Source: an optimization exercise on an open RTL-to-GDS flow (aim: small area, a short achievable clock period and few clock cycles). Production flows keep margins and buffers that such runs may drop. Function was checked by simulation only, so behaviour that the tests miss may differ from the original. Power figures rest on the tool's default switching activity, not on a simulated workload.

indigo:
## ping_ram_dot_engine
module ping_ram_dot_engine
#(
  parameter int unsigned ACC_W = 40,
  parameter int unsigned LEN_W = 16
) (
  input  logic                         clk,
  input  logic                         reset,
  input  logic [31:0]                  input_addr,
  input  logic [31:0]                  weight_addr,
  input  logic [31:0]                  output_addr,
  input  logic [31:0]                  data_type,
  output logic [31:0]                  finish_signal,
  output logic [26:0]                  avm_address,
  output logic                         avm_read,
  output logic                         avm_write,
  output logic [31:0]                  avm_writedata,
  output logic [3:0]                   avm_byteenable,
  output logic                         avm_burstcount,
  input  logic [31:0]                  avm_readdata,
  input  logic                         avm_readdatavalid,
  input  logic                         avm_waitrequest
);
clock: 12.0 ns
lec_check: 0
abc_area: 1
cap_margin: 20
core_margin: 2
core_utilization: 70
place_density: 0.8
slew_margin: 20
tns_end_percent: 0
standard.sh (not shown) runs the stock make flow with config.mk's settings and CLKGATE_MAP_FILE= SYNTH_SCRIPT=/design/flow/synth_recipe.tcl, a recipe that flattens the netlist after the stock synthesis.
==> flow/flow/run.sh <==
#!/bin/bash
set -euo pipefail
bash standard.sh SETUP_SLACK_MARGIN=9 "BUFFER_PORTS_ARGS=-buffer_cell sky130_fd_sc_hd__buf_2" finish > make.log 2>&1
Testbench counts of indigo, summed over its fixed seeds: cycles 47,048.
--- input diff indigo..raven ---
Settings: CORE_UTILIZATION changed from 70 to 40; PLACE_DENSITY changed from 0.8 to 0.6.
[summary]
In the metrics for indigo and raven, the one carrying the lower required arrival time at the worst endpoint is raven. Via count went down by a few percent going from indigo to raven. Min met3 track demand over resource across indigo and raven: raven. [raven vs indigo] fraction of the core area covered by cells at the end of the flow: lower in raven. Of the two values seen for start-to-end type of the worst setup path, reg -> reg was produced by indigo and reg -> out by raven. Summary of raven over indigo: portion of total power attributed to combinational logic moved down, register-to-register path setup slack went up, final wirelength now larger. Comparing indigo and raven, sequential share of layout area is lower on raven.
Here is what was changed in the inputs of ember compared with raven.
Settings: CTS_CLUSTER_SIZE: unset -> 35; CTS_CLUSTER_DIAMETER: unset -> 70.
==> flow/flow/run.sh <==
#!/bin/bash
set -euo pipefail
bash standard.sh SETUP_SLACK_MARGIN=9 "BUFFER_PORTS_ARGS=-buffer_cell sky130_fd_sc_hd__buf_1" finish > make.log 2>&1
## What came out
The met1 track demand over resource in global routing was comparable across raven and ember.
Compared with raven, in ember first-pass GRT wire length lost 1600 µm, multi-input logic portion of the cell area picked up an extra 0.65 points.
Final net count (ember vs. raven) increases slightly
Going from raven to ember, average detailed-routed wire length per instance shrinks by about 2%.
Relative to raven, number of antenna violations at the first check in global routing has gone down in ember.
### ember -> harbor
Settings: PLACE_DENSITY: 0.6 -> 0.7; CORE_UTILIZATION: 40 -> 58.
### Flow results
- Between harbor and ember, it is harbor whose time the worst path needs with I/O delays and setup is lower, by 18 ps.
- On worst max-slew margin expressed relative to the limit: harbor sits above ember.
- Going from ember to harbor, the largest vdd supply drop was found to have gone up by about 9%.
- A start point of the critical path of in_q[15]$_DFFE_PP_ is what harbor shows, while in_q[27]$_DFFE_PP_ belongs to ember.
- Higher fraction of power consumed by sequential logic was reported by ember, not harbor.
- harbor vs. ember: global-route wire length before repair went down by 4400 µm.
- Row layout-stage area growth over the synthesis result: harbor lower / ember higher
- Floorplan check, harbor vs ember: die outline smaller in harbor
- Taking ember as the reference, in harbor source-to-sink clock delay at the later pin of the worst-skew pair saw little to no change, synthesized area stayed essentially flat.
- Compared with ember, harbor is hungrier on power.

alpha:
Another version of the RTL of ping_ram_dot_engine (not shown whole).
Size: ~2700 cells after synthesis, about 290 flip-flops, about 260 I/O pins.
clock: 12.0 ns
lec_check: 0
abc_area: 1
cap_margin: 20
core_margin: 2
core_utilization: 40
place_density: 0.6
slew_margin: 20
tns_end_percent: 0
==> flow/flow/run.sh <==
#!/bin/bash
set -euo pipefail
bash standard.sh SETUP_SLACK_MARGIN=9 "BUFFER_PORTS_ARGS=-buffer_cell sky130_fd_sc_hd__buf_1" finish > make.log 2>&1
alpha | status: complete | timing, DRC, antenna: pass
Testbench counts of alpha, summed over its fixed seeds: cycles 47,048.
Relative to alpha, the following input files were edited for beta:
==> flow/flow/run.sh <==
#!/bin/bash
set -euo pipefail
bash standard.sh SETUP_SLACK_MARGIN=9 "BUFFER_PORTS_ARGS=-buffer_cell sky130_fd_sc_hd__buf_2" finish > make.log 2>&1
[summary]
Every stage of the flow completed for beta, and the final layout passed the timing, design-rule and antenna checks. On final core utilization: between alpha and beta, it ends up lower for alpha. Cmp beta vs alpha: met3 global-route usage lower in beta. On share of total power in the clock network, the higher figure sits with beta, not alpha. Average wire per standard cell went up slightly going from alpha to beta. Timing endpoint of the critical path: avm_writedata[11] -> alpha, avm_writedata[25] -> beta.

== job 4076 ==
ping_ram_dot_engine with an RTL version that a note above also has.
For scale: about 290 flip-flops, ~21,000 um^2 of cells after synthesis.
Settings: LEC_CHECK=0, ABC_AREA=1, CAP_MARGIN=20, CORE_MARGIN=2, CORE_UTILIZATION=40, CTS_CLUSTER_DIAMETER=60, CTS_CLUSTER_SIZE=30, PLACE_DENSITY=0.6, SLEW_MARGIN=20, TNS_END_PERCENT=0; clock period 12.0 ns.
==> flow/flow/run.sh <==
#!/bin/bash
set -euo pipefail
bash standard.sh SETUP_SLACK_MARGIN=9 "BUFFER_PORTS_ARGS=-buffer_cell sky130_fd_sc_hd__buf_2" finish > make.log 2>&1
Job 4076 went all the way through the flow, and no timing, DRC or antenna check failed.
Testbench counts of job 4076, summed over its fixed seeds: cycles 47,048.
Edits applied to the flow inputs when going from job 4076 to job 6050:
- changing CTS_CLUSTER_DIAMETER from 60 to 70
- changing CTS_CLUSTER_SIZE from 30 to 35
- changing ABC_AREA from 1 to 0
==> flow/flow/run.sh <==
#!/bin/bash
set -euo pipefail
bash standard.sh SETUP_SLACK_MARGIN=9 "BUFFER_PORTS_ARGS=-buffer_cell sky130_fd_sc_hd__buf_1" finish > make.log 2>&1
## What came out
Delta(wire length of the first global-routing pass, job 6050 - job 4076) < 0. For setup slack of the critical path after layout, job 6050 and job 4076 come out practically identical. Relative to job 4076, area of the mapped netlist has decreased by 760 um^2 in job 6050. Compared with job 4076, job 6050 shows a power that is 0.16 mW lower. Re internal cell power: job 4076 and job 6050 aren't equal, and the higher value belongs to job 4076.
#### Input delta (job 2676 over job 6050)
- ABC_AREA: 0 -> 1
- PLACE_DENSITY: 0.6 -> 0.75
- CORE_UTILIZATION: 40 -> 50
==> comparison <==
Going from job 6050 to job 2676, setup slack picked up an extra 68 ps; clock power picked up an extra about 1%; aggregate global-route resource usage picked up an extra 7.2 points.
Compared with job 6050, job 2676 shows clock-buffer cell count that has gone down by a little under 10%.
Diff job 6050 -> job 2676 | share of layout cells above drive strength 1 | increase of 1.7 points
Comparing job 6050 and job 2676, the lower area share of xor/xnor cells in the synthesized design is on job 2676.
Changes in job 1901 relative to job 2676:
- swapping 0.75 for 0.6 in PLACE_DENSITY
- swapping 50 for 40 in CORE_UTILIZATION
==> flow/flow/run.sh <==
#!/bin/bash
set -euo pipefail
bash standard.sh SETUP_SLACK_MARGIN=10 "BUFFER_PORTS_ARGS=-buffer_cell sky130_fd_sc_hd__buf_1" finish > make.log 2>&1
### Flow results
Job 1901 has less setup slack than job 2676.
The timing startpoint of the critical path comes out cur_q[5] in one run and in_q[27] in the other, namely in job 2676 and job 1901 respectively.
Measured against each other, job 2676 and job 1901 differ in fmax, the higher figure coming from job 2676.
Against job 2676, job 1901 reports a data arrival time at the worst-slack endpoint that is higher.
Re met2 routing resource usage after global routing: job 1901 is 9.1 points down on job 2676.
Detailed route, job 1901 vs job 2676: via total lower for job 1901
Starting utilization of the core area down 10 points in job 1901 wrt job 2676
Summary of job 1901 over job 2676: power share of the clock group decreased 1.1 points; minimum period implied by the final worst setup slack climbed 36 ps.
Between job 2676 and job 1901, the hold slack is higher for job 1901.
Modified inputs, job 3782 compared to job 1901
- CTS_CLUSTER_SIZE now 40, was 35
- CTS_CLUSTER_DIAMETER now 80, was 70
==> flow/flow/run.sh <==
#!/bin/bash
set -euo pipefail
bash standard.sh SETUP_SLACK_MARGIN=9 "BUFFER_PORTS_ARGS=-buffer_cell sky130_fd_sc_hd__buf_2" finish > make.log 2>&1
==> comparison <==
Job 3782 went all the way through synthesis, placement and routing and the layout is clean on timing, DRC and antenna. In job 3782 relative to job 1901, leakage dissipation had gone up by a few percent. In job 3782 relative to job 1901, total of clock buffers placed in the layout had gone down by more than 10%. Compared job 3782 against job 1901; flip-flop and latch count within noise. On share of the core filled with cells, job 1901 tracks job 3782 almost exactly. ~same total power in job 3782 and job 1901. Changes observed in job 3782 relative to job 1901: first-pass GRT wire length increased by about 0.7% relative to the old numbers, routed wire length increased by about 0.43% relative to the old numbers, footprint of the multi-input gates closely matched the old numbers, count of non-CTS buffers in the layout decreased by 34 relative to the old numbers, timing-limited maximum frequency decreased by about 0.6% relative to the old numbers. Combinational power share: job 3782 vs job 1901, no meaningful difference.

## what the ideal ports hide
No port has a modelled driver above. Below, the same layouts with a new extraction and two added sets of constraints.
Step 1, drivers: a clkbuf_16 drives clk and a buf_2 each remaining input, both assumed.
Step 2, shift: input delay + t, output delay - t, t = (earliest + latest rising clock arrival at the registers) / 2. This alone moves slack from input paths to output paths.
Slacks: ideal ports / drivers / drivers and shift; pairs: ideal ports / drivers.
run	t (ns)	setup slack, ns	worst setup path after step 2	pins driven straight from the clock port
indigo	0.635	8.285 / 8.234 / 7.751	input to register	1
raven	0.625	8.283 / 8.226 / 7.854	input to register	1
ember	0.640	8.300 / 8.242 / 7.748	input to register	1
harbor	0.638	8.318 / 8.262 / 7.811	input to register	1
alpha	0.645	8.232 / 8.167 / 7.691	input to register	1
beta	0.641	8.253 / 8.187 / 7.766	input to register	1
job 4076	0.653	8.270 / 8.213 / 7.758	input to register	1
job 6050	0.648	8.268 / 8.212 / 7.805	input to register	1
job 2676	0.638	8.336 / 8.280 / 7.836	input to register	1
job 1901	0.640	8.300 / 8.242 / 7.748	input to register	1
job 3782	0.631	8.278 / 8.218 / 7.828	input to register	1
After both steps every run listed still meets setup and hold.
